What follows belongs to an exercise in optimizing a design on an open flow for small area and few clock cycles; a production flow would make more cautious choices.
At most, simulation tests tie the RTL to the original design; equivalence was not proved.
The RTL of runs 3 and 4 was laid out without a check of its function.
Power is estimated from default activity; no workload was simulated.

<file path="flow/run.sh">
#!/bin/bash
# synth_recipe.tcl (not shown) runs the flow's synth.tcl, then flattens the netlist and writes it again
# the make line also repeats each setting of config.mk as NAME=value (left out here)
make -C /OpenROAD-flow-scripts/flow DESIGN_CONFIG=/design/flow/config.mk WORK_HOME=/design/flow/orfs CLKGATE_MAP_FILE= SYNTH_SCRIPT=/design/flow/synth_recipe.tcl finish
</file>
<file path="flow/config.mk">
export PLATFORM = sky130hd
export DESIGN_NAME = imu_uart_frame_parser
export DESIGN_NICKNAME = imu_uart_frame_parser
export VERILOG_FILES = /design/flow/design.v
export SDC_FILE = /design/flow/constraint.sdc
export NUM_CORES = 4
export LEC_CHECK = 0
export CAP_MARGIN = 20
export CORE_MARGIN = 2
export CORE_UTILIZATION = 40
export SLEW_MARGIN = 20
</file>
<file path="flow/constraint.sdc">
create_clock -name core_clock -period 10.0 [get_ports {i_clk}]
set_input_delay 2.0000 -clock core_clock [delete_from_list [all_inputs] [get_ports {i_clk}]]
set_output_delay 2.0000 -clock core_clock [all_outputs]
set_load 0.01 [all_outputs]
</file>
<file path="flow/design.v">
package imuf_pkg;
    localparam logic [7:0] HDR_BYTE   = 8'h55;
    localparam logic [7:0] TYPE_ACC   = 8'h51;
    localparam logic [7:0] TYPE_RATE  = 8'h52;
    localparam logic [7:0] TYPE_ANGLE = 8'h53;
    localparam logic [1:0] ST_ANGLE  = 2'd0;
    localparam logic [1:0] ST_RATE   = 2'd1;
    localparam logic [1:0] ST_OTHER  = 2'd2;
    localparam logic [1:0] ST_BADSUM = 2'd3;
endpackage
module imuf_back (
    input  logic [15:0] i_raw,
    output logic [15:0] o_cd
);
    logic signed [26:0] p125;
    logic signed [26:0] p1125;
    always_comb begin
        p125  = (27'($signed(i_raw)) <<< 7) - (27'($signed(i_raw)) <<< 2) + 27'($signed(i_raw));
        p1125 = p125 + (p125 <<< 3);
        o_cd  = p1125[26:11] + 16'(i_raw[15] && (i_raw[10:0] != '0));
    end
endmodule
module imu_uart_frame_parser #(
    parameter int FRAME_BYTES = 11,
    parameter int COUNT_BITS  = 32
) (
    input  logic        i_clk,
    input  logic        i_rst_n,
    input  logic        push,
    output logic        full,
    input  logic [7:0]  i_rx_byte,
    output logic        empty,
    input  logic        pop,
    output logic        o_frame_done,
    output logic [1:0]  o_frame_status,
    output logic signed [15:0] o_roll_sample,
    output logic signed [15:0] o_pitch_sample,
    output logic signed [15:0] o_yaw_sample,
    output logic signed [15:0] o_roll_centideg,
    output logic signed [15:0] o_pitch_centideg,
    output logic signed [15:0] o_yaw_centideg,
    output logic [31:0] o_total_bytes,
    output logic [31:0] o_checksum_failures,
    output logic [31:0] o_rate_frames,
    output logic [31:0] o_angle_frames
);
    localparam logic [3:0] LAST_POS = 4'(FRAME_BYTES - 1);
    logic        r_valid;
    logic        r_done;
    logic [1:0]  r_status;
    logic [3:0]  r_pos;
    logic [7:0]  r_sum;
    logic [1:0]  r_kind;           
    logic [7:0]  r_pay [6];        
    logic [15:0] r_raw [3];        
    logic [COUNT_BITS-1:0] r_total;
    logic [COUNT_BITS-1:0] r_fail;
    logic [COUNT_BITS-1:0] r_rate;
    logic [COUNT_BITS-1:0] r_angle;
    logic        accept;
    logic        hdr;
    logic        good_type;
    logic        close;
    logic [1:0]  status;
    assign full      = r_valid && !pop;
    assign accept    = push && !full;
    assign hdr       = (i_rx_byte == imuf_pkg::HDR_BYTE);
    assign good_type = (i_rx_byte == imuf_pkg::TYPE_ACC) || (i_rx_byte == imuf_pkg::TYPE_RATE) ||
                       (i_rx_byte == imuf_pkg::TYPE_ANGLE);
    assign close     = (r_pos == LAST_POS);
    assign status    = (r_sum != i_rx_byte) ? imuf_pkg::ST_BADSUM : r_kind;
    always_ff @(posedge i_clk) begin
        if (!i_rst_n) begin
            r_valid <= 1'b0;
        end else if (accept) begin
            r_valid <= 1'b1;
        end else if (pop) begin
            r_valid <= 1'b0;
        end
    end
    always_ff @(posedge i_clk) begin
        if (!i_rst_n) begin
            r_pos <= '0;
        end else if (accept) begin
            if (r_pos == 4'd0) begin
                r_pos <= hdr ? 4'd1 : 4'd0;
            end else if (r_pos == 4'd1) begin
                r_pos <= good_type ? 4'd2 : (hdr ? 4'd1 : 4'd0);
            end else if (close) begin
                r_pos <= 4'd0;
            end else begin
                r_pos <= r_pos + 4'd1;
            end
        end
    end
    always_ff @(posedge i_clk) begin
        if (accept) begin
            r_done   <= close;
            r_status <= close ? status : imuf_pkg::ST_ANGLE;
            if (r_pos == 4'd0 || (r_pos == 4'd1 && !good_type)) begin
                r_sum <= imuf_pkg::HDR_BYTE;
            end else begin
                r_sum <= r_sum + i_rx_byte;
            end
            if (r_pos == 4'd1) begin
                r_kind <= ~i_rx_byte[1:0];
            end
            for (int k = 0; k < 6; k++) begin
                if (r_pos == 4'(k + 2)) begin
                    r_pay[k] <= i_rx_byte;
                end
            end
        end
    end
    always_ff @(posedge i_clk) begin
        if (!i_rst_n) begin
            r_total <= '0;
            r_fail  <= '0;
            r_rate  <= '0;
            r_angle <= '0;
            for (int a = 0; a < 3; a++) begin
                r_raw[a] <= '0;
            end
        end else if (accept) begin
            r_total <= r_total + COUNT_BITS'(1);
            if (close && status == imuf_pkg::ST_BADSUM) begin
                r_fail <= r_fail + COUNT_BITS'(1);
            end
            if (close && status == imuf_pkg::ST_RATE) begin
                r_rate <= r_rate + COUNT_BITS'(1);
            end
            if (close && status == imuf_pkg::ST_ANGLE) begin
                r_angle <= r_angle + COUNT_BITS'(1);
                for (int a = 0; a < 3; a++) begin
                    r_raw[a] <= {r_pay[2*a+1], r_pay[2*a]};
                end
            end
        end
    end
    imuf_back u_cd_roll  (.i_raw(r_raw[0]), .o_cd(o_roll_centideg));
    imuf_back u_cd_pitch (.i_raw(r_raw[1]), .o_cd(o_pitch_centideg));
    imuf_back u_cd_yaw   (.i_raw(r_raw[2]), .o_cd(o_yaw_centideg));
    assign empty               = !r_valid;
    assign o_frame_done        = r_done;
    assign o_frame_status      = r_status;
    assign o_roll_sample       = r_raw[0];
    assign o_pitch_sample      = r_raw[1];
    assign o_yaw_sample        = r_raw[2];
    assign o_total_bytes       = 32'(r_total);
    assign o_checksum_failures = 32'(r_fail);
    assign o_rate_frames       = 32'(r_rate);
    assign o_angle_frames      = 32'(r_angle);
endmodule
</file>
==> flow_metrics.env, run 1 <==
export IMPL_status="timing/DRC/antenna clean"
export IMPL_hold_path_class="register to register"
export IMPL_clk_latency_ns=0.53
export IMPL_slew_headroom_pct=32.77
export IMPL_first_iter_violations=717
export IMPL_post_route_util_pct=48.77
export IMPL_core_mm2=0.04665
export IMPL_crit_start="r_raw[0][1]"
export IMPL_synth_top_area_cell="dfxtp_1"
export IMPL_critPathMaxFanout=8
export IMPL_seq_area_frac_synth_pct=28.78
export IMPL_crit_end="o_roll_centideg[15]"
export IMPL_cap_violations=0
export IMPL_finalSetupTns_ns=0
export IMPL_vias=16020
export IMPL_core_rowCount=79
export IMPL_synth_top_area_share_pct=19.11
export IMPL_r2r_cells=11
export IMPL_endpoint_kind="output port"
export IMPL_ctsRootBufferMaster="clkbuf_16"
export IMPL_fp_dieW_um=221.7
export IMPL_final_min_clock_period_ns=9.358
export IMPL_p_per_area_mw_per_mm2=87.03
export IMPL_grt_pass1_wl_um=79160
export IMPL_clock_path_buffers=3
export IMPL_arrival_ns=7.36
export IMPL_first_global_vias=15770
export IMPL_fmax_ghz=0.1069
export IMPL_nets=2629
export IMPL_yosysWarnings=6
export IMPL_grt_max_degree=100
export IMPL_synth_distinct_cells=95
export IMPL_pre_cts_slack_ns=1.061
export IMPL_hold_viol_final=0
export IMPL_synth_enable_flop_cells=61
export IMPL_slew_viol_final=0
export IMPL_holdWs_ns=0.4800
export IMPL_r2r_end="r_rate[30]"
export IMPL_cts_buffers=27
export IMPL_placed_area_mm2=0.02191
export IMPL_antenna_found_initial=4
export IMPL_ys_seq_elements=242
export IMPL_first_pass_iters=16
export IMPL_synthTopCellsByCount="225 x nand2_1, 181 x dfxtp_1, 181 x xnor2_1"
export IMPL_ant_nets=0
export IMPL_drcViolationCount=0
export IMPL_via_per_inst=5.272
export IMPL_r2r_start="r_sum[1]"
export IMPL_setup_violations_final=0
export IMPL_routed_wl_um=47610
export IMPL_layout_drive_gt1_share_pct=4.280
export IMPL_multi_input_comb_area_mm2=0.01265
export IMPL_die_h_um=221.7
export IMPL_dp_hpwl_um=36500
export IMPL_portBuffers=240
export IMPL_clk_pin_slew_ns=0.06
export IMPL_ioPinCount=241
export IMPL_grt_overflow=0
export IMPL_synth_nets=2417
export IMPL_area_delta_synth_final_pct=20.03
export IMPL_setup_worst_path_start_class="register"
export IMPL_max_slew_worst_pin_slew_ns=1.001
export IMPL_synth_most_common_cell="nand2_1"
export IMPL_critPathKind="register to output port"
export IMPL_gp_congestion=0.8521
export IMPL_cts_tree="built"
export IMPL_rrSetupSlack_ns=6.05
export IMPL_seqCellArea_mm2=0.005455
export IMPL_avgSynthCellArea_um2=8.625
export IMPL_n_fill_cell=4525
export IMPL_synthesis_area_mm2=0.01896
export IMPL_netlist_top_cells_area="dfxtp_1 19%, ha_1 12%, edfxtp_1 9.7%, xnor2_1 8.4%, nand2_1 4.5%"
export IMPL_grt_usage_pct=18.91
export IMPL_fin_area_mm2=0.02275
export IMPL_skew_ns=0.01404
export IMPL_post_drt_wl_per_cell_um=15.67
export IMPL_synth_cells=2198
export IMPL_initial_utilization_pct=40.63
export IMPL_finalWorstSetupSlack_ns=0.6420
export IMPL_clock_sinks=242
export IMPL_leakage_nw=9.146
export IMPL_rsz0062_at_grt="false"
export IMPL_htreeDepth=1
export IMPL_synthFlopType="dfxtp_1"
export IMPL_async_reset_ff_share_pct=0
export IMPL_die_area_mm2=0.04915
export IMPL_worstPathRequired_ns=8.00
export IMPL_finalCritPeriodShare_pct=93.58
export IMPL_ir_drop_v=0.0001189
-- critical path: stages, from the launching register on --
cell and delay, ns:
dfxtp_1 0.48, inv_1 0.16, ha_1 0.32, ha_1 0.34, o21a_1 0.18, o21ai_0 0.23
a21boi_0 0.15, o21a_1 0.20, o21a_1 0.19, o21ai_0 0.24, a21oi_1 0.16, or4_1 0.44
a31o_2 0.24, a21oi_1 0.17, xnor2_1 0.18, ha_1 0.34, nand4_1 0.11, a21oi_1 0.05
a211oi_1 0.21, inv_1 0.09, and3_1 0.21, o311ai_2 0.38, nand3_1 0.11, o211ai_1 0.21
mux2_2 0.39, nor4_2 0.30, xnor2_1 0.16, clkdlybuf4s50_1 0.56
-- layout make-up --
type / count / share of cell area (%)
antenna: 2 / 0.02199
clock buffer: 35 / 3.145
clock inverter: 14 / 0.4399
inverter: 167 / 2.755
multi-input combinational: 1727 / 55.61
sequential: 242 / 23.97
tap: 607 / 3.338
timing repair buffer: 245 / 10.71
-- timing repair --
item / CTS / global route
hold buffers: 0 / 0
buffers inserted: 0 / 0
endpoints found under the hold margin: 0 / 0
gates resized for setup: 0 / 2
setup endpoints to repair: 0 / 2
-- state kept, by name, indices dropped and copies added, names as in the netlist --
register / cells
r_pay: 48
r_raw: 48
r_angle: 32
r_fail: 32
r_rate: 32
r_total: 32
r_sum: 8
r_pos: 4
r_kind: 2
r_status: 2
r_done: 1
r_valid: 1
-- routing by layer --
metal / track usage [%] / vias to the layer above / wire length, um
li1: - / 8122 / -
met1: 25.00 / 7578 / 21990
met2: 31.40 / 284 / 21520
met3: 5.208 / 35 / 3669
met4: 2.768 / 2 / 422
met5: 0 / - / 10
-- stage by stage --
| stage | cells | total power [W] |
|---|---|---|
| global placement | 2988 | 0.001079 |
| finish | 3039 | 0.001980 |
| CTS | 3037 | 0.002008 |
| floorplan | 2198 | 0.001057 |
| global route | 3038 | 0.002056 |
| detailed placement | 2988 | 0.001080 |
-- power by group --
part	switching [W]	internal (W)	total, W
Clock	0.000392	0.000530	0.000923
Combinational	0.0000303	0.0000193	0.0000496
Sequential	0.00000276	0.00101	0.00101
Total	0.000425	0.00156	0.00198
-- cells by family after synthesis --
group | Yosys count | share of synthesized area, %
simple gates | 813 | 22.76
xor+xnor | 262 | 12.35
buf+inv | 229 | 4.680
fa+ha+maj | 212 | 15.15
mux | 7 | 0.3828
compound gates | 433 | 15.90
flops | 242 | 28.78
-- how the worst min path moves through the flow --
| stage | endpoint | cells past startpoint | slack, ns | from |
|---|---|---|---|---|
| after floorplan | r_raw[0][0] | 2 | 0.50 | r_pay[0][0] |
| after global placement | r_raw[2][15] | 2 | 0.48 | r_raw[2][15] |
| after detailed placement | r_raw[2][15] | 2 | 0.48 | r_raw[2][15] |
| after CTS | r_raw[2][15] | 2 | 0.49 | r_raw[2][15] |
| after global routing | r_raw[2][15] | 2 | 0.51 | r_raw[2][15] |
| final | r_raw[2][15] | 2 | 0.48 | r_raw[2][15] |
-- cell usage in the layout (no fill, tap or decap), types with 6 or more instances in the layout --
cell type        synthesis  final
nand3_1                 76     76
a211o_1                  8      8
clkbuf_1                50      7
o21ai_0                 69     69
and2_1                 118    118
and4_1                  12     12
or2_2                   19     19
nor2b_1                 20     19
xnor2_1                181    181
fa_1                    31     31
nand2b_1                24     23
clkinv_1                 0      7
clkbuf_16                0     27
a21boi_0                74     74
clkdlybuf4s50_1          0    239
buf_4                    2      6
ha_1                   176    176
a31oi_1                 22     22
a211oi_1                 7      7
a21o_1                  32     32
nor4_1                  21     21
or3_1                   30     30
nor3_1                  33     31
dfxtp_1                181    181
xor2_1                  78     78
nor2_1                 107    107
nand2_1                225    225
nand4_1                 38     38
o21a_1                  26     26
inv_1                  166    166
nand3b_1                 7      7
o21bai_1                12     12
edfxtp_1                61     61
a21oi_1                 90     90
o211ai_1                11     11
and3_1                  48     48
Testbench counts, summed over its fixed seeds: cycles 55,008.
==> inputs of run 2 (changes only) <==
--- a/flow/design.v
+++ b/flow/design.v
@@ -12,12 +12,38 @@
     input  logic [15:0] i_raw,
     output logic [15:0] o_cd
 );
-    logic signed [26:0] p125;
-    logic signed [26:0] p1125;
+    logic [26:0] xs;       
+    logic [26:0] p129;     
+    logic [26:0] p125;     
+    logic [26:0] p1125;    
+    logic [27:0] c1, c2, c3;
+    logic [16:0] c4;
+    logic        sh7, nsh2, sh3;
     always_comb begin
-        p125  = (27'($signed(i_raw)) <<< 7) - (27'($signed(i_raw)) <<< 2) + 27'($signed(i_raw));
-        p1125 = p125 + (p125 <<< 3);
-        o_cd  = p1125[26:11] + 16'(i_raw[15] && (i_raw[10:0] != '0));
+        xs = 27'($signed(i_raw));
+        c1[0] = 1'b0;
+        c2[0] = 1'b1;
+        c3[0] = 1'b0;
+        for (int i = 0; i < 27; i++) begin
+            sh7      = (i >= 7) ? xs[i-7] : 1'b0;
+            p129[i]  = xs[i] ^ sh7 ^ c1[i];
+            c1[i+1]  = (xs[i] & sh7) | (c1[i] & (xs[i] ^ sh7));
+        end
+        for (int i = 0; i < 27; i++) begin
+            nsh2     = ~((i >= 2) ? xs[i-2] : 1'b0);
+            p125[i]  = p129[i] ^ nsh2 ^ c2[i];
+            c2[i+1]  = (p129[i] & nsh2) | (c2[i] & (p129[i] ^ nsh2));
+        end
+        for (int i = 0; i < 27; i++) begin
+            sh3      = (i >= 3) ? p125[i-3] : 1'b0;
+            p1125[i] = p125[i] ^ sh3 ^ c3[i];
+            c3[i+1]  = (p125[i] & sh3) | (c3[i] & (p125[i] ^ sh3));
+        end
+        c4[0] = i_raw[15] && (i_raw[10:0] != '0);
+        for (int i = 0; i < 16; i++) begin
+            o_cd[i]  = p1125[i+11] ^ c4[i];
+            c4[i+1]  = p1125[i+11] & c4[i];
+        end
     end
 endmodule
 module imu_uart_frame_parser #(
@@ -58,6 +84,10 @@
     logic [COUNT_BITS-1:0] r_rate;
     logic [COUNT_BITS-1:0] r_angle;
     logic        accept;
+    logic        inc_fail;
+    logic        inc_rate;
+    logic        inc_angle;
+    logic [7:0]  sum_next;
     logic        hdr;
     logic        good_type;
     logic        close;
@@ -69,6 +99,27 @@
                        (i_rx_byte == imuf_pkg::TYPE_ANGLE);
     assign close     = (r_pos == LAST_POS);
     assign status    = (r_sum != i_rx_byte) ? imuf_pkg::ST_BADSUM : r_kind;
+    function automatic logic [COUNT_BITS-1:0] f_inc(input logic [COUNT_BITS-1:0] x,
+                                                    input logic en);
+        logic c;
+        c = en;
+        for (int i = 0; i < COUNT_BITS; i++) begin
+            f_inc[i] = x[i] ^ c;
+            c        = x[i] & c;
+        end
+    endfunction
+    function automatic logic [7:0] f_add8(input logic [7:0] a, input logic [7:0] b);
+        logic c;
+        c = 1'b0;
+        for (int i = 0; i < 8; i++) begin
+            f_add8[i] = a[i] ^ b[i] ^ c;
+            c         = (a[i] & b[i]) | (c & (a[i] ^ b[i]));
+        end
+    endfunction
+    assign sum_next  = f_add8(r_sum, i_rx_byte);
+    assign inc_fail  = accept && close && (status == imuf_pkg::ST_BADSUM);
+    assign inc_rate  = accept && close && (status == imuf_pkg::ST_RATE);
+    assign inc_angle = accept && close && (status == imuf_pkg::ST_ANGLE);
     always_ff @(posedge i_clk) begin
         if (!i_rst_n) begin
             r_valid <= 1'b0;
@@ -100,7 +151,7 @@
             if (r_pos == 4'd0 || (r_pos == 4'd1 && !good_type)) begin
                 r_sum <= imuf_pkg::HDR_BYTE;
             end else begin
-                r_sum <= r_sum + i_rx_byte;
+                r_sum <= sum_next;
             end
             if (r_pos == 4'd1) begin
                 r_kind <= ~i_rx_byte[1:0];
@@ -121,16 +172,12 @@
             for (int a = 0; a < 3; a++) begin
                 r_raw[a] <= '0;
             end
-        end else if (accept) begin
-            r_total <= r_total + COUNT_BITS'(1);
-            if (close && status == imuf_pkg::ST_BADSUM) begin
-                r_fail <= r_fail + COUNT_BITS'(1);
-            end
-            if (close && status == imuf_pkg::ST_RATE) begin
-                r_rate <= r_rate + COUNT_BITS'(1);
-            end
-            if (close && status == imuf_pkg::ST_ANGLE) begin
-                r_angle <= r_angle + COUNT_BITS'(1);
+        end else begin
+            r_total <= f_inc(r_total, accept);
+            r_fail  <= f_inc(r_fail, inc_fail);
+            r_rate  <= f_inc(r_rate, inc_rate);
+            r_angle <= f_inc(r_angle, inc_angle);
+            if (inc_angle) begin
                 for (int a = 0; a < 3; a++) begin
                     r_raw[a] <= {r_pay[2*a+1], r_pay[2*a]};
                 end
==> run 2 against run 1 <==
- now fails the layout checks on negative setup slack
- critical path depth increased by 10
- synthesized area decreased by 25%
- largest power group unchanged
- final area decreased by 15%
- global-route usage decreased by 1.3 points
- largest cell class unchanged
- die area decreased by 24%
- final cell count decreased by 34%
- sequential share of layout area increased by 4.2 points
- sequential power about the same
- clock power increased by 6.3%
- clock-buffer cell count unchanged
==> flow_metrics.env, run 2 <==
export IMPL_status="complete, but fails checks"
export IMPL_failed_checks="negative setup slack"
export IMPL_skew_ns=0.008497
export IMPL_avgSynthCellArea_um2=12.14
export IMPL_fmax_ghz=0.08510
export IMPL_synth_cells=1176
export IMPL_first_iter_violations=531
export IMPL_synth_top_area_share_pct=25.38
export IMPL_clock_path_buffers=3
export IMPL_drcViolationCount=0
export IMPL_max_slew_worst_pin_slew_ns=0.9938
export IMPL_die_area_mm2=0.03722
export IMPL_synthesis_area_mm2=0.01428
export IMPL_grt_pass1_wl_um=51870
export IMPL_finalCritPeriodShare_pct=117.5
export IMPL_top_regs="r_pay x48, r_raw x48"
export IMPL_first_pass_iters=4
export IMPL_portBuffers=240
export IMPL_arrival_ns=9.75
export IMPL_worstPathRequired_ns=8.00
export IMPL_post_drt_wl_per_cell_um=16.03
export IMPL_first_global_vias=10100
export IMPL_endpoint_kind="output port"
export IMPL_rsz0062_at_grt="true"
export IMPL_synth_distinct_cells=44
export IMPL_via_per_inst=4.825
export IMPL_whs_path_depth=2
export IMPL_netlist_top_cells_area="dfxtp_1 25%, fa_1 21%, ha_1 18%, edfxtp_1 13%, and2_1 5.5%"
export IMPL_gp_congestion=0.8202
export IMPL_nets=1888
export IMPL_synth_enable_flop_cells=61
export IMPL_grt_usage_pct=17.57
export IMPL_grt_overflow=0
export IMPL_r2r_cells=38
export IMPL_critPathMaxFanout=2
export IMPL_initial_utilization_pct=40.34
export IMPL_die_h_um=192.9
export IMPL_ir_drop_v=0.0001226
export IMPL_seqCellArea_mm2=0.005474
export IMPL_final_min_clock_period_ns=11.75
export IMPL_clk_pin_slew_ns=0.06
export IMPL_path_delay_family="adder cells"
export IMPL_leakage_nw=8.417
export IMPL_yosysWarnings=6
export IMPL_holdWs_ns=0.5089
export IMPL_dp_hpwl_um=24630
export IMPL_synth_most_common_cell="ha_1"
export IMPL_core_mm2=0.03540
export IMPL_slew_headroom_pct=33.75
export IMPL_area_delta_synth_final_pct=35.87
export IMPL_ys_seq_elements=242
export IMPL_core_rowCount=69
export IMPL_cp_buffers_inverters=7
export IMPL_slew_viol_final=0
export IMPL_layout_drive_gt1_share_pct=22.79
export IMPL_synthFlopType="dfxtp_1"
export IMPL_routed_wl_um=32100
export IMPL_post_route_util_pct=54.80
export IMPL_clk_latency_ns=0.52
export IMPL_finalWorstSetupSlack_ns=-1.750
export IMPL_ant_nets=0
export IMPL_crit_slowest_cell="fa_1"
export IMPL_async_reset_ff_share_pct=0
export IMPL_cts_buffers=26
export IMPL_htreeDepth=1
export IMPL_cp_common_cell="fa_2"
export IMPL_n_fill_cell=3084
export IMPL_clock_sinks=242
export IMPL_setup_worst_path_start_class="register"
export IMPL_p_per_area_mw_per_mm2=104.6
export IMPL_cts_tree="built"
export IMPL_synthTopCellsByCount="203 x ha_1, 181 x dfxtp_1, 153 x fa_1"
export IMPL_grt_max_degree=130
export IMPL_ctsRootBufferMaster="clkbuf_16"
export IMPL_fp_dieW_um=192.9
export IMPL_vias=9660
export IMPL_critPathKind="register to output port"
export IMPL_layout_commonest_cell="clkdlybuf4s50_1"
export IMPL_multi_input_comb_area_mm2=0.008511
export IMPL_antenna_found_initial=6
export IMPL_cap_violations=0
export IMPL_seq_area_frac_synth_pct=38.21
export IMPL_cp_slowest_stage_delay_ns=0.47
export IMPL_setup_violations_final=21
export IMPL_synth_top_area_cell="dfxtp_1"
export IMPL_synth_nets=1544
export IMPL_cp_depth=37
export IMPL_hold_viol_final=0
export IMPL_hold_path_class="register to register"
export IMPL_layout_common_cells="212 x clkdlybuf4s50_1, 180 x ha_1, 174 x dfxtp_1"
export IMPL_ioPinCount=241
[run 2: cell types whose count changed after synthesis, sizes merged, moves of 29 or more]
cell / delta
fa: +122
a21o: -32
nor2: -92
nand2: -222
or3: -29
o31ai: +43
xnor2: -177
and3: -47
a21boi: -72
a21oi: -37
o21ai: -73
nand3: -72
xor2: -74
[run 2: timing repair]
item / 4_1_cts / 5_1_grt
hold buffers: 0 / 0
pin swaps: 12 / 5
setup buffers: 2 / 1
setup endpoints to repair: 27 / 25
resized for setup: 147 / 7
[run 2: layer usage]
metal  global-route usage (%)  vias up  share of wire, %
met5                        0        -              0.14
met4                    3.089        8               1.3
met3                    7.529       38                10
li1                         -     4693                 -
met1                    21.34     4692                41
met2                    29.43      229                47
[run 2: path summary, 6_finish.rpt]
path / from / to / slack, ns
max: r_raw[2][2] / o_yaw_centideg[15] / -1.75
min: r_angle[31] / r_angle[31] / 0.51
max reg2reg: r_sum[6] / r_fail[31] / 2.32
min reg2reg: r_angle[31] / r_angle[31] / 0.51
[run 2: report_power, final]
part / leakage (nW) / total (W) / internal (W) / switching [W]
registers: 2.01 / 0.00100 / 0.00100 / 0.00000135
clock network: 0.438 / 0.000981 / 0.000594 / 0.000387
logic: 5.97 / 0.0000426 / 0.0000147 / 0.0000278
[run 2: cell families after synthesis]
| group | after synthesis | synth area share [%] |
|---|---|---|
| AOI/OAI and AO/OA | 132 | 6.108 |
| xor gates and xnor gates | 9 | 0.5521 |
| adders and majority gates | 356 | 39.24 |
| and+or+nand+nor | 235 | 10.07 |
| buffers and inverters | 202 | 5.819 |
| DFF | 242 | 38.21 |
[run 2: final cells by class]
class / count / area share, %
Inverter: 144 / 2.825
Multi-Input combinational cell: 732 / 43.87
Clock inverter: 13 / 0.7482
Antenna cell: 1 / 0.01290
Clock buffer: 35 / 3.793
Timing Repair Buffer: 374 / 17.56
Sequential cell: 242 / 28.22
Tap cell: 461 / 2.973
[run 2: through the flow]
step | cells | power, W | setup TNS [ns] | setup slack [ns] | area, um2
floorplan | 1176 | 0.001045 | -8.869 | -0.9256 | 14670
global placement | 1950 | 0.001070 | -19.52 | -1.548 | 18340
detailed placement | 1950 | 0.001070 | -22.03 | -1.641 | 18340
CTS | 2000 | 0.002058 | -24.97 | -1.804 | 19350
global route | 2001 | 0.002099 | -29.38 | -1.996 | 19400
finish | 2002 | 0.002028 | -23.73 | -1.750 | 19400
[run 2: worst register-to-register path, delay by kind of cell, from the launching register on]
| family | cells | cell delay (ns) |
|---|---|---|
| compound gates | 1 | 0.20 |
| fa+ha+maj | 32 | 6.01 |
| simple gates | 4 | 0.72 |
| xor+xnor | 1 | 0.15 |
| flops | 1 | 0.44 |
Testbench counts of run 2, summed over its fixed seeds: cycles 55,008.
==> inputs of run 3 (changes only) <==
--- a/flow/design.v
+++ b/flow/design.v
@@ -8,36 +8,72 @@
     localparam logic [1:0] ST_OTHER  = 2'd2;
     localparam logic [1:0] ST_BADSUM = 2'd3;
 endpackage
-module imuf_back (
+module imuf_cd_lo (
     input  logic [15:0] i_raw,
-    output logic [15:0] o_cd
+    output logic [5:0]  o_lo      
 );
-    logic [26:0] xs;       
-    logic [26:0] p129;     
-    logic [26:0] p125;     
-    logic [26:0] p1125;    
-    logic [27:0] c1, c2, c3;
-    logic [16:0] c4;
-    logic        sh7, nsh2, sh3;
+    logic [10:0] xs, p129, p125;
+    logic [11:0] c1, c2, c3;
+    logic        t, s;
     always_comb begin
-        xs = 27'($signed(i_raw));
+        xs = i_raw[10:0];
         c1[0] = 1'b0;
         c2[0] = 1'b1;
         c3[0] = 1'b0;
-        for (int i = 0; i < 27; i++) begin
-            sh7      = (i >= 7) ? xs[i-7] : 1'b0;
-            p129[i]  = xs[i] ^ sh7 ^ c1[i];
-            c1[i+1]  = (xs[i] & sh7) | (c1[i] & (xs[i] ^ sh7));
-        end
-        for (int i = 0; i < 27; i++) begin
-            nsh2     = ~((i >= 2) ? xs[i-2] : 1'b0);
-            p125[i]  = p129[i] ^ nsh2 ^ c2[i];
-            c2[i+1]  = (p129[i] & nsh2) | (c2[i] & (p129[i] ^ nsh2));
-        end
-        for (int i = 0; i < 27; i++) begin
-            sh3      = (i >= 3) ? p125[i-3] : 1'b0;
-            p1125[i] = p125[i] ^ sh3 ^ c3[i];
-            c3[i+1]  = (p125[i] & sh3) | (c3[i] & (p125[i] ^ sh3));
+        for (int i = 0; i < 11; i++) begin
+            t        = (i >= 7) ? xs[i-7] : 1'b0;
+            p129[i]  = xs[i] ^ t ^ c1[i];
+            c1[i+1]  = (xs[i] & t) | (c1[i] & (xs[i] ^ t));
+        end
+        for (int i = 0; i < 11; i++) begin
+            t        = ~((i >= 2) ? xs[i-2] : 1'b0);
+            p125[i]  = p129[i] ^ t ^ c2[i];
+            c2[i+1]  = (p129[i] & t) | (c2[i] & (p129[i] ^ t));
+        end
+        for (int i = 0; i < 11; i++) begin
+            t        = (i >= 3) ? p125[i-3] : 1'b0;
+            s        = p125[i] ^ t ^ c3[i];
+            c3[i+1]  = (p125[i] & t) | (c3[i] & (p125[i] ^ t));
+        end
+        o_lo = {p125[10:8], c3[11], c2[11], c1[11]};
+    end
+endmodule
+module imuf_cd_hi (
+    input  logic [15:0] i_raw,
+    input  logic [5:0]  i_lo,
+    output logic [15:0] o_cd
+);
+    logic [26:0] xs;
+    logic [26:0] p129, p125, p1125;
+    logic [27:0] c1, c2, c3;
+    logic [16:0] c4;
+    logic        t;
+    always_comb begin
+        xs = 27'($signed(i_raw));
+        p129  = '0;
+        p125  = '0;
+        p1125 = '0;
+        c1 = '0;
+        c2 = '0;
+        c3 = '0;
+        p125[10:8] = i_lo[5:3];
+        c1[11] = i_lo[0];
+        c2[11] = i_lo[1];
+        c3[11] = i_lo[2];
+        for (int i = 11; i < 27; i++) begin
+            t        = xs[i-7];
+            p129[i]  = xs[i] ^ t ^ c1[i];
+            c1[i+1]  = (xs[i] & t) | (c1[i] & (xs[i] ^ t));
+        end
+        for (int i = 11; i < 27; i++) begin
+            t        = ~xs[i-2];
+            p125[i]  = p129[i] ^ t ^ c2[i];
+            c2[i+1]  = (p129[i] & t) | (c2[i] & (p129[i] ^ t));
+        end
+        for (int i = 11; i < 27; i++) begin
+            t        = p125[i-3];
+            p1125[i] = p125[i] ^ t ^ c3[i];
+            c3[i+1]  = (p125[i] & t) | (c3[i] & (p125[i] ^ t));
         end
         c4[0] = i_raw[15] && (i_raw[10:0] != '0);
         for (int i = 0; i < 16; i++) begin
@@ -79,6 +115,8 @@
     logic [1:0]  r_kind;           
     logic [7:0]  r_pay [6];        
     logic [15:0] r_raw [3];        
+    logic [5:0]  r_lo [3];         
+    logic [5:0]  n_lo [3];
     logic [COUNT_BITS-1:0] r_total;
     logic [COUNT_BITS-1:0] r_fail;
     logic [COUNT_BITS-1:0] r_rate;
@@ -171,6 +209,7 @@
             r_angle <= '0;
             for (int a = 0; a < 3; a++) begin
                 r_raw[a] <= '0;
+                r_lo[a]  <= 6'b000010;     
             end
         end else begin
             r_total <= f_inc(r_total, accept);
@@ -180,13 +219,17 @@
             if (inc_angle) begin
                 for (int a = 0; a < 3; a++) begin
                     r_raw[a] <= {r_pay[2*a+1], r_pay[2*a]};
+                    r_lo[a]  <= n_lo[a];
                 end
             end
         end
     end
-    imuf_back u_cd_roll  (.i_raw(r_raw[0]), .o_cd(o_roll_centideg));
-    imuf_back u_cd_pitch (.i_raw(r_raw[1]), .o_cd(o_pitch_centideg));
-    imuf_back u_cd_yaw   (.i_raw(r_raw[2]), .o_cd(o_yaw_centideg));
+    imuf_cd_lo u_lo_roll  (.i_raw({r_pay[1], r_pay[0]}), .o_lo(n_lo[0]));
+    imuf_cd_lo u_lo_pitch (.i_raw({r_pay[3], r_pay[2]}), .o_lo(n_lo[1]));
+    imuf_cd_lo u_lo_yaw   (.i_raw({r_pay[5], r_pay[4]}), .o_lo(n_lo[2]));
+    imuf_cd_hi u_hi_roll  (.i_raw(r_raw[0]), .i_lo(r_lo[0]), .o_cd(o_roll_centideg));
+    imuf_cd_hi u_hi_pitch (.i_raw(r_raw[1]), .i_lo(r_lo[1]), .o_cd(o_pitch_centideg));
+    imuf_cd_hi u_hi_yaw   (.i_raw(r_raw[2]), .i_lo(r_lo[2]), .o_cd(o_yaw_centideg));
     assign empty               = !r_valid;
     assign o_frame_done        = r_done;
     assign o_frame_status      = r_status;
--- a/flow/config.mk
+++ b/flow/config.mk
@@ -7,5 +7,6 @@
 export LEC_CHECK = 0
 export CAP_MARGIN = 20
 export CORE_MARGIN = 2
-export CORE_UTILIZATION = 40
+export CORE_UTILIZATION = 65
+export CTS_BUF_LIST = sky130_fd_sc_hd__clkbuf_4
 export SLEW_MARGIN = 20
==> run 3 against run 2 <==
- the run now finishes clean
- fmax up 19%
- setup slack better by 1.8 ns
- final cell count shrank 6.7%
- synthesized area is 2.6% higher
- hold slack worse by 0.042 ns
- sequential share of layout area is 3.1 points higher
- die area shrank 36%
- combinational power is 14% higher
- highest routed layer is now met4
==> flow_metrics.env, run 3 <==
export IMPL_synth_top_area_cell="dfxtp_1"
export IMPL_post_drt_wl_per_cell_um=16.61
export IMPL_cap_violations=0
export IMPL_synth_nets=1596
export IMPL_layout_drive_gt1_share_pct=16.46
export IMPL_fp_dieW_um=154.1
export IMPL_leakage_nw=8.635
export IMPL_dp_cells=1738
export IMPL_rsz0062_at_grt="true"
export IMPL_rrSetupSlack_ns=2.52
export IMPL_synthFlopType="dfxtp_1"
export IMPL_vias=9856
export IMPL_critPathKind="register to output port"
export IMPL_critPathMaxFanout=2
export IMPL_pre_cts_slack_ns=-0.1311
export IMPL_setup_worst_path_start_class="register"
export IMPL_seq_area_frac_synth_pct=39.72
export IMPL_synth_enable_flop_cells=61
export IMPL_grt_pass1_wl_um=50900
export IMPL_r2r_end="r_fail[31]"
export IMPL_holdWs_ns=0.4665
export IMPL_max_slew_worst_pin_slew_ns=0.9561
export IMPL_grt_overflow=0
export IMPL_clock_sinks=260
export IMPL_ioPinCount=241
export IMPL_layout_common_cells="229 x clkdlybuf4s50_1, 200 x ha_1, 190 x dfxtp_1"
export IMPL_synth_cells=1228
export IMPL_r2r_start="r_sum[5]"
export IMPL_final_instance_count_excl_fill=1867
export IMPL_worstHoldEndpoint="r_raw[0][3]"
export IMPL_finalCritPeriodShare_pct=99.01
export IMPL_first_iter_violations=663
export IMPL_synth_distinct_cells=41
export IMPL_core_rowCount=54
export IMPL_grt_max_degree=126
export IMPL_yosysWarnings=10
export IMPL_nets=1908
export IMPL_dp_hpwl_um=22580
export IMPL_drcViolationCount=0
export IMPL_cts_tree="built"
export IMPL_via_per_inst=5.279
export IMPL_clk_pin_slew_ns=0.06
export IMPL_whs_path_depth=2
export IMPL_portBuffers=240
export IMPL_skew_ns=0.03935
export IMPL_async_reset_ff_share_pct=0
export IMPL_clock_path_buffers=3
export IMPL_ctsRootBufferMaster="clkbuf_4"
export IMPL_hold_viol_final=0
export IMPL_synthesis_area_mm2=0.01464
export IMPL_worstPathRequired_ns=8.00
export IMPL_synth_top_area_share_pct=27.21
export IMPL_crit_start="r_raw[0][4]"
export IMPL_ys_seq_elements=260
export IMPL_p_per_area_mw_per_mm2=113.3
export IMPL_area_delta_synth_final_pct=27.11
export IMPL_gp_congestion=0.8821
export IMPL_status="timing/DRC/antenna clean"
export IMPL_routed_wl_um=31010
export IMPL_core_mm2=0.02196
export IMPL_final_min_clock_period_ns=9.901
export IMPL_fmax_ghz=0.1010
export IMPL_layout_commonest_cell="clkdlybuf4s50_1"
export IMPL_htreeDepth=3
export IMPL_hold_start="r_raw[0][3]"
export IMPL_synth_most_common_cell="ha_1"
export IMPL_netlist_top_cells_area="dfxtp_1 27%, fa_1 21%, ha_1 17%, edfxtp_1 13%, and2_1 5.6%"
export IMPL_die_area_mm2=0.02374
export IMPL_setup_violations_final=0
export IMPL_fin_area_mm2=0.01861
export IMPL_synthTopCellsByCount="203 x ha_1, 199 x dfxtp_1, 153 x fa_1"
export IMPL_initial_utilization_pct=66.68
export IMPL_cts_buffers=68
export IMPL_grt_usage_pct=27.15
export IMPL_hold_path_class="register to register"
export IMPL_hold_buffers=0
export IMPL_slew_headroom_pct=36.26
export IMPL_first_pass_iters=5
export IMPL_slew_viol_final=0
export IMPL_arrival_ns=7.90
export IMPL_top_regs="r_pay x48, r_raw x48"
export IMPL_ant_nets=0
export IMPL_endpoint_kind="output port"
export IMPL_die_h_um=154.1
export IMPL_clk_latency_ns=0.65
export IMPL_avgSynthCellArea_um2=11.92
export IMPL_r2r_cells=38
export IMPL_power_total_w=0.002108
export IMPL_placed_area_mm2=0.01741
export IMPL_antenna_found_initial=1
export IMPL_ir_drop_v=0.0001154
export IMPL_first_global_vias=10550
export IMPL_finalWorstSetupSlack_ns=0.09912
-- run 3: logic make-up (layout without fill, tap and decap cells) --
family	count (synthesis)	count (layout)	synth area share (%)
adder cells (fa/ha/maj)	356	356	38.27
other	0	1	0
buffers and inverters	187	545	5.119
AO/OA/AOI/OAI	101	101	4.939
XOR/XNOR	11	11	0.6581
flip-flops	260	260	39.72
AND/OR/NAND/NOR	313	313	11.30
-- run 3: report_power, final --
group | switching (W) | internal, W
Combinational | 0.0000293 | 0.0000191
Clock | 0.000425 | 0.000556
Sequential | 0.00000249 | 0.00108
Total | 0.000457 | 0.00165
-- run 3: metal layers --
layer | part of all wire (%) | global-route usage [%]
met3 | 6.7 | 6.849
met1 | 39 | 31.52
met5 | 0 | 0
met4 | 3.6 | 12.77
met2 | 51 | 47.32
-- run 3: worst max path at each step --
stage | end | cells past startpoint
2_1_floorplan | o_pitch_centideg[15] | 21
3_3_place_gp | o_roll_centideg[15] | 22
3_5_place_dp | o_yaw_centideg[15] | 22
4_1_cts | o_pitch_centideg[13] | 20
5_1_grt | o_yaw_centideg[15] | 22
6_report | o_roll_centideg[15] | 22
-- run 3: per-stage QoR --
stage	TNS [ns]	util [%]
floorplan	0	-
detailed placement	-0.2866	79.28
global route	-0.3629	84.75
global placement	0	79.24
finish	0	84.75
CTS	0	84.47
-- run 3: what timing repair did --
action,4_1_cts,5_1_grt
pin swaps,21,8
resized for setup,106,15
endpoints found under the setup margin,12,11
setup buffers,6,6
-- run 3: area by class of cell --
| type | count | area [um2] |
|---|---|---|
| antenna | 1 | 2.502 |
| clock buffer | 106 | 795.8 |
| clock inverter | 10 | 118.9 |
| fill | 1212 | 3348 |
| inverter | 150 | 563.0 |
| multi-input combinational | 781 | 8284 |
| sequential | 260 | 5827 |
| tap | 280 | 350.3 |
| timing repair buffer | 279 | 2669 |
-- run 3: worst max-delay path, cell delays in order (launching register included) --
cell	delay, ns
dfxtp_2	0.33
fa_2	0.38
inv_2	0.07
fa_2	0.44
fa_2	0.36
fa_2	0.36
fa_2	0.37
fa_2	0.35
fa_2	0.36
fa_2	0.35
fa_2	0.35
fa_2	0.34
fa_2	0.35
fa_2	0.37
fa_1	0.56
fa_2	0.22
inv_2	0.04
fa_2	0.33
fa_2	0.36
fa_1	0.52
ha_2	0.18
xor2_1	0.14
buf_2	0.16
==> inputs of run 4 (changes only) <==
==> flow/flow/run.sh (new file) <==
#!/bin/bash
# Own layout flow: the standard flow (standard synthesis, floorplan, power
# grid, placement, CTS, routing) with two settings changed:
#  - the port buffers that global placement inserts are buf_1 cells;
#  - CTS does not add dummy loads to balance the clock tree.
# make's full output goes to flow_make.log in the work folder; ORFS keeps
# each step's log under orfs/logs.
set -euo pipefail
export BUFFER_PORTS_ARGS="-buffer_cell sky130_fd_sc_hd__buf_1"
export CTS_ARGS="-sink_clustering_enable -repair_clock_nets -dont_use_dummy_load -buf_list sky130_fd_sc_hd__clkbuf_4"
bash standard.sh finish > flow_make.log 2>&1
==> flow/standard.sh (new file) <==
#!/bin/bash
# synth_recipe.tcl (not shown) runs the flow's synth.tcl, then flattens the netlist and writes it again
# the make line also repeats each setting of config.mk as NAME=value (left out here)
make -C /OpenROAD-flow-scripts/flow DESIGN_CONFIG=/design/flow/config.mk WORK_HOME=/design/flow/orfs CLKGATE_MAP_FILE= SYNTH_SCRIPT=/design/flow/synth_recipe.tcl "${@:-finish}"
removed: flow/run.sh
==> run 4 against run 3 <==
- sequential share of layout area increased by 3.8 points
- largest power group unchanged
- first-iteration DRC count decreased by 37%
- non-clock buffer count decreased by 19
- sequential power about the same
- hold slack got worse by 0.0053 ns
- final area decreased by 11%
- register-to-register slack got worse by 0.13 ns
- still clean
==> flow_metrics.env, run 4 <==
export IMPL_n_fill_cell=1537
export IMPL_cp_common_cell="fa_2"
export IMPL_path_cells="fa_2 -> inv_2 -> fa_2 -> fa_2 -> fa_2 -> fa_2 -> fa_2 -> fa_2 -> fa_2 -> fa_2 -> fa_2 -> fa_2 -> fa_2 -> fa_2 -> fa_2 -> inv_2 -> fa_2 -> fa_2 -> fa_1 -> ha_1 -> xor2_1 -> buf_2"
export IMPL_dp_cells=1723
export IMPL_cp_slowest_stage_delay_ns=0.57
export IMPL_slew_viol_final=0
export IMPL_first_iter_violations=418
export IMPL_seq_power_share_pct=59.8
export IMPL_fp_dieW_um=154.1
export IMPL_critPathKind="register to output port"
export IMPL_ys_seq_elements=260
export IMPL_hold_viol_final=0
export IMPL_crit_end="o_roll_centideg[15]"
export IMPL_clk_latency_ns=0.66
export IMPL_layout_commonest_cell="buf_1"
export IMPL_routed_wl_um=28210
export IMPL_drcViolationCount=0
export IMPL_nets=1892
export IMPL_layout_drive_gt1_share_pct=13.21
export IMPL_r2r_start="r_sum[5]"
export IMPL_rsz0062_at_grt="true"
export IMPL_p_per_area_mw_per_mm2=108.4
export IMPL_max_slew_worst_pin_slew_ns=1.031
export IMPL_critPathMaxFanout=3
export IMPL_pre_cts_slack_ns=0.2035
export IMPL_arrival_ns=7.89
export IMPL_via_per_inst=5.186
export IMPL_antenna_found_initial=2
export IMPL_grt_overflow=0
export IMPL_slew_headroom_pct=30.75
export IMPL_gp_congestion=0.8541
export IMPL_synth_enable_flop_cells=61
export IMPL_first_pass_iters=5
export IMPL_ioPinCount=241
export IMPL_layout_common_cells="234 x buf_1, 201 x ha_1, 189 x dfxtp_1"
export IMPL_initial_utilization_pct=66.68
export IMPL_synthTopCellsByCount="203 x ha_1, 199 x dfxtp_1, 153 x fa_1"
export IMPL_htreeDepth=3
export IMPL_hold_start="r_pay[1][3]"
export IMPL_skew_ns=0.08296
export IMPL_first_global_vias=9739
export IMPL_core_rowCount=54
export IMPL_rrSetupSlack_ns=2.39
export IMPL_core_mm2=0.02196
export IMPL_async_reset_ff_share_pct=0
export IMPL_comb_power_share_pct=2.3
export IMPL_seq_area_frac_synth_pct=39.72
export IMPL_post_drt_wl_per_cell_um=15.63
export IMPL_p_int_w=0.001412
export IMPL_setup_violations_final=0
export IMPL_synth_nets=1596
export IMPL_cap_violations=0
export IMPL_dp_hpwl_um=21220
export IMPL_final_instance_count_excl_fill=1804
export IMPL_synthFlopType="dfxtp_1"
export IMPL_synth_top_area_cell="dfxtp_1"
export IMPL_setup_worst_path_start_class="register"
export IMPL_finalWorstSetupSlack_ns=0.1068
export IMPL_seqCellArea_mm2=0.005841
export IMPL_crit_slowest_cell="fa_2"
export IMPL_switching_share_pct=21.75
export IMPL_r2r_end="r_fail[31]"
export IMPL_status="timing/DRC/antenna clean"
export IMPL_synth_most_common_cell="ha_1"
export IMPL_finalSetupTns_ns=0
export IMPL_die_h_um=154.1
export IMPL_synthesis_area_mm2=0.01464
export IMPL_area_delta_synth_final_pct=13.68
export IMPL_leakage_nw=7.723
export IMPL_grt_pass1_wl_um=46920
export IMPL_grt_usage_pct=24.71
export IMPL_endpoint_kind="output port"
export IMPL_ir_drop_v=0.00008238
export IMPL_synth_top_area_share_pct=27.21
export IMPL_synth_cells=1228
export IMPL_fmax_ghz=0.1011
export IMPL_crit_start="r_raw[0][4]"
export IMPL_ant_nets=0
export IMPL_clk_pin_slew_ns=0.06
export IMPL_portBuffers=240
export IMPL_multi_input_comb_area_mm2=0.008292
export IMPL_clock_path_buffers=3
export IMPL_vias=9356
export IMPL_synth_distinct_cells=41
export IMPL_final_min_clock_period_ns=9.893
export IMPL_finalCritPeriodShare_pct=98.93
export IMPL_cts_buffers=71
export IMPL_p_clk_share_pct=37.9
export IMPL_die_area_mm2=0.02374
export IMPL_clock_sinks=260
export IMPL_top_regs="r_pay x48, r_raw x48"
export IMPL_cts_tree="built"
export IMPL_grt_max_degree=140
export IMPL_ctsRootBufferMaster="clkbuf_4"
export IMPL_holdWs_ns=0.4613
export IMPL_avgSynthCellArea_um2=11.92
export IMPL_hold_path_class="register to register"
export IMPL_worstPathRequired_ns=8.00
export IMPL_r2r_cells=38
export IMPL_netlist_top_cells_area="dfxtp_1 27%, fa_1 21%, ha_1 17%, edfxtp_1 13%, and2_1 5.6%"
export IMPL_yosysWarnings=10
export IMPL_p_sw_w=0.0003926
-- run 4: cell types whose count changed in the layout (fill, tap and decap cells not counted), sizes merged, moves of 3 or more --
cell and delta:
buf +214, dlymetal6s2s -3, clkinv -6, bufinv -3
clkdlybuf4s50 -229, clkbuf -35
-- run 4: area by class of cell --
| class | instances | share of cell area (%) |
|---|---|---|
| Tap cell | 280 | 2.105 |
| Multi-Input combinational cell | 781 | 49.82 |
| Timing Repair Buffer | 260 | 6.375 |
| Antenna cell | 2 | 0.03007 |
| Sequential cell | 260 | 35.09 |
| Clock buffer | 71 | 3.202 |
| Inverter | 150 | 3.383 |
-- run 4: per-stage QoR --
step | utilization [%] | area [um2] | power, W
floorplan | - | 14640 | 0.001125
global placement | 71.95 | 15800 | 0.001144
detailed placement | 71.95 | 15800 | 0.001144
CTS | 75.23 | 16520 | 0.001835
global route | 75.80 | 16640 | 0.001888
finish | 75.80 | 16640 | 0.001805
-- run 4: power by group through the flow --
stage	Combinational [W]	Clock [W]	Sequential (W)
2_1_floorplan	0.0000228	0	0.00110
3_3_place_gp	0.0000418	0	0.00110
3_5_place_dp	0.0000418	0	0.00110
4_1_cts	0.0000422	0.000714	0.00108
5_1_grt	0.0000462	0.000764	0.00108
6_report	0.0000412	0.000685	0.00108
-- run 4: worst min-delay path by stage --
stage              endpoint  slack [ns]  cells past startpoint
4_1_cts        r_raw[0][11]        0.45                      2
3_5_place_dp    r_raw[2][1]        0.47                      2
2_1_floorplan    r_lo[0][0]        0.45                      2
3_3_place_gp    r_raw[0][3]        0.45                      2
6_report       r_raw[0][11]        0.46                      2
5_1_grt        r_raw[0][11]        0.47                      2
-- run 4: repair_timing --
| item | in CTS | in global routing |
|---|---|---|
| buffers inserted | 3 | 5 |
| pin swaps | 14 | 19 |
| hold buffers | 0 | 0 |
| cloned | 0 | 0 |
| setup endpoints to repair | 8 | 7 |
| hold endpoints to repair | 0 | 0 |
| resized for setup | 73 | 36 |
-- run 4: cell families after synthesis --
group                    synth area share (%)
AND/OR/NAND/NOR                         11.30
XOR/XNOR                               0.6581
flip-flops                              39.72
AO/OA/AOI/OAI                           4.939
adder cells (fa/ha/maj)                 38.27
buffers and inverters                   5.119
-- run 4: layer usage --
metal	global-route usage, %	vias to the layer above	wire length [um]
met3	5.609	61	1660
met5	0	-	0
met2	43.11	248	14330
met4	10.01	0	671
li1	-	4568	-
met1	29.75	4479	11540
-- run 4: critical path: cells and delay by family, from the launching register on --
family                   cells  cell delay (ns)
buffers and inverters        3             0.26
XOR/XNOR                     1             0.15
flip-flops                   1             0.35
adder cells (fa/ha/maj)     18             6.48
==> inputs of run 5 (changes only) <==
--- a/flow/design.v
+++ b/flow/design.v
@@ -60,15 +60,18 @@
         c1[11] = i_lo[0];
         c2[11] = i_lo[1];
         c3[11] = i_lo[2];
-        for (int i = 11; i < 27; i++) begin
+        for (int i = 11; i < 24; i++) begin
             t        = xs[i-7];
             p129[i]  = xs[i] ^ t ^ c1[i];
             c1[i+1]  = (xs[i] & t) | (c1[i] & (xs[i] ^ t));
         end
-        for (int i = 11; i < 27; i++) begin
+        for (int i = 11; i < 23; i++) begin
             t        = ~xs[i-2];
             p125[i]  = p129[i] ^ t ^ c2[i];
             c2[i+1]  = (p129[i] & t) | (c2[i] & (p129[i] ^ t));
+        end
+        for (int i = 23; i < 27; i++) begin
+            p125[i]  = p125[22];
         end
         for (int i = 11; i < 27; i++) begin
             t        = p125[i-3];
@@ -107,16 +110,19 @@
     output logic [31:0] o_angle_frames
 );
     localparam logic [3:0] LAST_POS = 4'(FRAME_BYTES - 1);
+    localparam logic [3:0] POS_DONE = 4'd12;
     logic        r_valid;
-    logic        r_done;
-    logic [1:0]  r_status;
     logic [3:0]  r_pos;
     logic [7:0]  r_sum;
     logic [1:0]  r_kind;           
     logic [7:0]  r_pay [6];        
     logic [15:0] r_raw [3];        
-    logic [5:0]  r_lo [3];         
-    logic [5:0]  n_lo [3];
+    logic [15:0] r_cd [3];         
+    logic [15:0] r_cdq [2];        
+    logic [5:0]  r_lo;             
+    logic [5:0]  n_lo;
+    logic [15:0] cd_in;
+    logic [15:0] cd_out;
     logic [COUNT_BITS-1:0] r_total;
     logic [COUNT_BITS-1:0] r_fail;
     logic [COUNT_BITS-1:0] r_rate;
@@ -126,6 +132,8 @@
     logic        inc_rate;
     logic        inc_angle;
     logic [7:0]  sum_next;
+    logic        hunt;
+    logic        done;
     logic        hdr;
     logic        good_type;
     logic        close;
@@ -135,6 +143,8 @@
     assign hdr       = (i_rx_byte == imuf_pkg::HDR_BYTE);
     assign good_type = (i_rx_byte == imuf_pkg::TYPE_ACC) || (i_rx_byte == imuf_pkg::TYPE_RATE) ||
                        (i_rx_byte == imuf_pkg::TYPE_ANGLE);
+    assign done      = (r_pos[3:2] == 2'b11);
+    assign hunt      = (r_pos == 4'd0) || done;
     assign close     = (r_pos == LAST_POS);
     assign status    = (r_sum != i_rx_byte) ? imuf_pkg::ST_BADSUM : r_kind;
     function automatic logic [COUNT_BITS-1:0] f_inc(input logic [COUNT_BITS-1:0] x,
@@ -171,12 +181,12 @@
         if (!i_rst_n) begin
             r_pos <= '0;
         end else if (accept) begin
-            if (r_pos == 4'd0) begin
+            if (hunt) begin
                 r_pos <= hdr ? 4'd1 : 4'd0;
             end else if (r_pos == 4'd1) begin
                 r_pos <= good_type ? 4'd2 : (hdr ? 4'd1 : 4'd0);
             end else if (close) begin
-                r_pos <= 4'd0;
+                r_pos <= POS_DONE | {2'b00, status};
             end else begin
                 r_pos <= r_pos + 4'd1;
             end
@@ -184,9 +194,7 @@
     end
     always_ff @(posedge i_clk) begin
         if (accept) begin
-            r_done   <= close;
-            r_status <= close ? status : imuf_pkg::ST_ANGLE;
-            if (r_pos == 4'd0 || (r_pos == 4'd1 && !good_type)) begin
+            if (hunt || (r_pos == 4'd1 && !good_type)) begin
                 r_sum <= imuf_pkg::HDR_BYTE;
             end else begin
                 r_sum <= sum_next;
@@ -194,10 +202,18 @@
             if (r_pos == 4'd1) begin
                 r_kind <= ~i_rx_byte[1:0];
             end
-            for (int k = 0; k < 6; k++) begin
-                if (r_pos == 4'(k + 2)) begin
-                    r_pay[k] <= i_rx_byte;
+            if (r_pos >= 4'd2 && r_pos <= 4'd7) begin
+                for (int k = 0; k < 5; k++) begin
+                    r_pay[k] <= r_pay[k+1];
                 end
+                r_pay[5] <= i_rx_byte;
+            end
+            r_lo <= n_lo;
+            if (r_pos == 4'd5) begin
+                r_cdq[0] <= cd_out;
+            end
+            if (r_pos == 4'd7) begin
+                r_cdq[1] <= cd_out;
             end
         end
     end
@@ -209,7 +225,7 @@
             r_angle <= '0;
             for (int a = 0; a < 3; a++) begin
                 r_raw[a] <= '0;
-                r_lo[a]  <= 6'b000010;     
+                r_cd[a]  <= '0;
             end
         end else begin
             r_total <= f_inc(r_total, accept);
@@ -219,23 +235,25 @@
             if (inc_angle) begin
                 for (int a = 0; a < 3; a++) begin
                     r_raw[a] <= {r_pay[2*a+1], r_pay[2*a]};
-                    r_lo[a]  <= n_lo[a];
                 end
-            end
-        end
-    end
-    imuf_cd_lo u_lo_roll  (.i_raw({r_pay[1], r_pay[0]}), .o_lo(n_lo[0]));
-    imuf_cd_lo u_lo_pitch (.i_raw({r_pay[3], r_pay[2]}), .o_lo(n_lo[1]));
-    imuf_cd_lo u_lo_yaw   (.i_raw({r_pay[5], r_pay[4]}), .o_lo(n_lo[2]));
-    imuf_cd_hi u_hi_roll  (.i_raw(r_raw[0]), .i_lo(r_lo[0]), .o_cd(o_roll_centideg));
-    imuf_cd_hi u_hi_pitch (.i_raw(r_raw[1]), .i_lo(r_lo[1]), .o_cd(o_pitch_centideg));
-    imuf_cd_hi u_hi_yaw   (.i_raw(r_raw[2]), .i_lo(r_lo[2]), .o_cd(o_yaw_centideg));
+                r_cd[0] <= r_cdq[0];
+                r_cd[1] <= r_cdq[1];
+                r_cd[2] <= cd_out;
+            end
+        end
+    end
+    assign cd_in = r_pos[3] ? {r_pay[5], r_pay[4]} : {r_pay[4], r_pay[3]};
+    imuf_cd_lo u_cd_lo (.i_raw({r_pay[5], r_pay[4]}), .o_lo(n_lo));
+    imuf_cd_hi u_cd_hi (.i_raw(cd_in), .i_lo(r_lo), .o_cd(cd_out));
     assign empty               = !r_valid;
-    assign o_frame_done        = r_done;
-    assign o_frame_status      = r_status;
+    assign o_frame_done        = done;
+    assign o_frame_status      = done ? r_pos[1:0] : imuf_pkg::ST_ANGLE;
     assign o_roll_sample       = r_raw[0];
     assign o_pitch_sample      = r_raw[1];
     assign o_yaw_sample        = r_raw[2];
+    assign o_roll_centideg     = r_cd[0];
+    assign o_pitch_centideg    = r_cd[1];
+    assign o_yaw_centideg      = r_cd[2];
     assign o_total_bytes       = 32'(r_total);
     assign o_checksum_failures = 32'(r_fail);
     assign o_rate_frames       = 32'(r_rate);
==> flow/flow/run.sh (replaced) <==
#!/bin/bash
# Own layout flow: the standard flow (standard synthesis, floorplan, power
# grid, placement, CTS, routing) with these settings changed:
#  - the port buffers that global placement inserts are buf_1 cells;
#  - CTS builds the tree from clkbuf_8 cells, clusters up to 20 registers per
#    leaf buffer and adds no dummy loads.
# make's full output goes to flow_make.log in the work folder; ORFS keeps
# each step's own log under orfs/logs.
set -euo pipefail
export BUFFER_PORTS_ARGS="-buffer_cell sky130_fd_sc_hd__buf_1"
export CTS_ARGS="-sink_clustering_enable -repair_clock_nets -dont_use_dummy_load -buf_list sky130_fd_sc_hd__clkbuf_8 -sink_clustering_size 20 -sink_clustering_max_diameter 80"
bash standard.sh finish > flow_make.log 2>&1
--- a/flow/config.mk
+++ b/flow/config.mk
@@ -5,8 +5,8 @@
 export SDC_FILE = /design/flow/constraint.sdc
 export NUM_CORES = 4
 export LEC_CHECK = 0
+export ABC_AREA = 1
 export CAP_MARGIN = 20
 export CORE_MARGIN = 2
-export CORE_UTILIZATION = 65
-export CTS_BUF_LIST = sky130_fd_sc_hd__clkbuf_4
+export CORE_UTILIZATION = 70
 export SLEW_MARGIN = 20
==> run 5 against run 4 <==
- final area decreased by 8.3%
- via count decreased by 2.0%
- setup slack improved by 1.0 ns
- hold slack got worse by 0.00074 ns
- sequential power increased by 33%
- wire length decreased by 9.4%
- critical path type is now register to register
- die area decreased by 12%
- fmax increased by 11%
- critical path depth increased by 3
- critical endpoint is now r_cd[2][15]
- synthesized cell count increased by 8.4%
==> flow_metrics.env, run 5 <==
export IMPL_status="timing/DRC/antenna clean"
export IMPL_seq_area_frac_synth_pct=53.84
export IMPL_finalCritPeriodShare_pct=88.77
export IMPL_leakage_nw=7.904
export IMPL_area_delta_synth_final_pct=10.11
export IMPL_synth_most_common_cell="dfxtp_1"
export IMPL_fin_area_mm2=0.01527
export IMPL_synth_top_area_cell="dfxtp_1"
export IMPL_core_mm2=0.01946
export IMPL_slew_headroom_pct=32.81
export IMPL_avgSynthCellArea_um2=10.42
export IMPL_dp_hpwl_um=18570
export IMPL_ys_seq_elements=325
export IMPL_hold_path_class="register to register"
export IMPL_portBuffers=240
export IMPL_synthesis_area_mm2=0.01387
export IMPL_grt_usage_pct=24.10
export IMPL_die_h_um=144.8
export IMPL_clk_latency_ns=0.54
export IMPL_cts_resized=0
export IMPL_netlist_top_cells_area="dfxtp_1 33%, edfxtp_1 21%, ha_1 14%, fa_1 7.7%, nor2_1 5.8%"
export IMPL_yosysWarnings=7
export IMPL_cts_buffers=20
export IMPL_setup_worst_path_start_class="register"
export IMPL_cap_violations=0
export IMPL_grt_overflow=0
export IMPL_post_route_util_pct=78.46
export IMPL_arrival_ns=9.35
export IMPL_layout_drive_gt1_share_pct=3.666
export IMPL_synth_nets=1555
export IMPL_cts_tree="built"
export IMPL_via_per_inst=5.037
export IMPL_clock_path_buffers=3
export IMPL_synth_enable_flop_cells=96
export IMPL_rrSetupSlack_ns=1.12
export IMPL_n_antenna_cell=0
export IMPL_htreeDepth=1
export IMPL_synthTopCellsByCount="229 x dfxtp_1, 216 x nor2_1, 207 x inv_1"
export IMPL_fp_dieW_um=144.8
export IMPL_initial_utilization_pct=71.26
export IMPL_fmax_ghz=0.1126
export IMPL_placed_area_mm2=0.01500
export IMPL_slew_viol_final=0
export IMPL_post_drt_wl_per_cell_um=14.05
export IMPL_vias=9167
export IMPL_ant_nets=0
export IMPL_ctsRootBufferMaster="clkbuf_8"
export IMPL_setup_violations_final=0
export IMPL_layout_common_cells="239 x buf_1, 229 x dfxtp_1, 216 x nor2_1"
export IMPL_clock_sinks=325
export IMPL_top_regs="r_cd x48, r_pay x48, r_raw x48"
export IMPL_final_min_clock_period_ns=8.877
export IMPL_critPathMaxFanout=6
export IMPL_max_slew_worst_pin_slew_ns=1.008
export IMPL_ioPinCount=241
export IMPL_hold_viol_final=0
export IMPL_grt_max_degree=97
export IMPL_cp_slowest_stage_delay_ns=0.54
export IMPL_ir_drop_v=0.0001244
export IMPL_clk_pin_slew_ns=0.12
export IMPL_core_rowCount=51
export IMPL_first_pass_iters=4
export IMPL_synth_top_area_share_pct=33.06
export IMPL_crit_slowest_cell="edfxtp_1"
export IMPL_layout_commonest_cell="buf_1"
export IMPL_synth_distinct_cells=30
export IMPL_nets=1781
export IMPL_first_global_vias=8673
export IMPL_hold_buffers=0
export IMPL_power_total_w=0.002376
export IMPL_worstPathRequired_ns=10.48
export IMPL_cp_common_cell="fa_1"
export IMPL_first_iter_violations=383
export IMPL_gp_congestion=0.9003
export IMPL_endpoint_kind="register"
export IMPL_critPathKind="register to register"
export IMPL_finalWorstSetupSlack_ns=1.123
export IMPL_synthFlopType="dfxtp_1"
export IMPL_drcViolationCount=0
export IMPL_pre_cts_slack_ns=0.6294
export IMPL_rsz0062_at_grt="false"
export IMPL_skew_ns=0.06031
export IMPL_routed_wl_um=25560
export IMPL_grt_pass1_wl_um=40530
export IMPL_post_cts_buffers=0
export IMPL_die_area_mm2=0.02095
export IMPL_synth_cells=1331
export IMPL_antenna_found_initial=0
export IMPL_finalSetupTns_ns=0
export IMPL_p_per_area_mw_per_mm2=155.6
export IMPL_async_reset_ff_share_pct=0
## run 5: final timing paths
path | from | end | depth (start not counted)
hold / removal | r_pay[1][6] | r_pay[0][6] | 0
setup reg to reg | r_pay[4][3] | r_cd[2][15] | 25
hold reg to reg | r_pay[1][6] | r_pay[0][6] | 0
setup / recovery | r_pay[4][3] | r_cd[2][15] | 25
## run 5: worst max-delay path, delay by kind of cell (launching register included)
kind | cells | cell delay [ns]
and+or+nand+nor | 2 | 0.22
buffers and inverters | 3 | 0.35
AOI/OAI and AO/OA | 1 | 0.47
adders and majority gates | 18 | 7.01
DFF | 1 | 0.54
xor gates and xnor gates | 1 | 0.22
## run 5: final cells by class
| type | count | area, um2 |
|---|---|---|
| clock buffer | 20 | 275.3 |
| multi-input combinational | 750 | 5425 |
| timing repair buffer | 251 | 987.2 |
| sequential | 325 | 7467 |
| inverter | 209 | 784.5 |
| fill | 1361 | 4192 |
| tap | 265 | 331.6 |
## run 5: per-stage QoR
| step | hold slack [ns] | instances |
|---|---|---|
| finish | 0.4605 | 1820 |
| detailed placement | 0.4349 | 1800 |
| global placement | 0.4330 | 1800 |
| floorplan | 0.4272 | 1331 |
| global route | 0.4731 | 1820 |
| CTS | 0.4620 | 1820 |
## run 5: kinds of logic after synthesis
group	synth area share [%]
AO/OA/AOI/OAI	3.789
XOR/XNOR	0.6857
adder cells (fa/ha/maj)	22.00
buffers and inverters	7.172
flip-flops	53.84
AND/OR/NAND/NOR	12.51
## run 5: routing by layer
metal | global-route usage, % | vias up | share of wire [%] | wire length, um
met4 | 6.081 | 0 | 2.4 | 611
met5 | 0 | - | 0 | 0
met3 | 4.245 | 42 | 5.6 | 1421
met2 | 42.11 | 234 | 50 | 12710
met1 | 31.34 | 4290 | 42 | 10820
li1 | - | 4601 | - | -
## run 5: power by group
part | internal (W) | switching [W]
combinational | 0.000150 | 0.000235
sequential | 0.00143 | 0.0000120
clock | 0.000182 | 0.000368
total | 0.00176 | 0.000615
Testbench counts of run 5, summed over its fixed seeds: cycles 55,008.

==> re-timing with driven ports <==
How much do the figures lean on ideal ports? The routed layouts below were timed once more, with nothing changed but the port constraints.
Step 1, drivers: a clkbuf_16 drives i_clk and a buf_2 each remaining input, both assumed.
Step 2 adds t to the input delays and takes it off the output delays; t is the mean of the earliest and latest rising clock arrival at the registers after step 1. Input paths then give back, and output paths get back, about the clock's delay inside the block.
Three values: ideal, step 1, step 2; two values: the first two.
run	t (ns)	slack for setup (ns)	worst setup path after step 2	latest minus earliest clock arrival (ns)
run 1	0.568	0.642 / 0.598 / 1.166	register to output	0.015 / 0.014
run 2	0.564	-1.750 / -1.798 / -1.235	register to output	0.009 / 0.009
run 3	0.678	0.099 / 0.057 / 0.333	input to register	0.047 / 0.048
run 4	0.666	0.107 / 0.064 / 0.620	input to register	0.085 / 0.085
run 5	0.554	1.123 / 1.123 / 0.720	input to register	0.061 / 0.061
The setup slack of run 5, which loses most, moves by 0.000 ns with the drivers and by -0.403 ns with both steps.
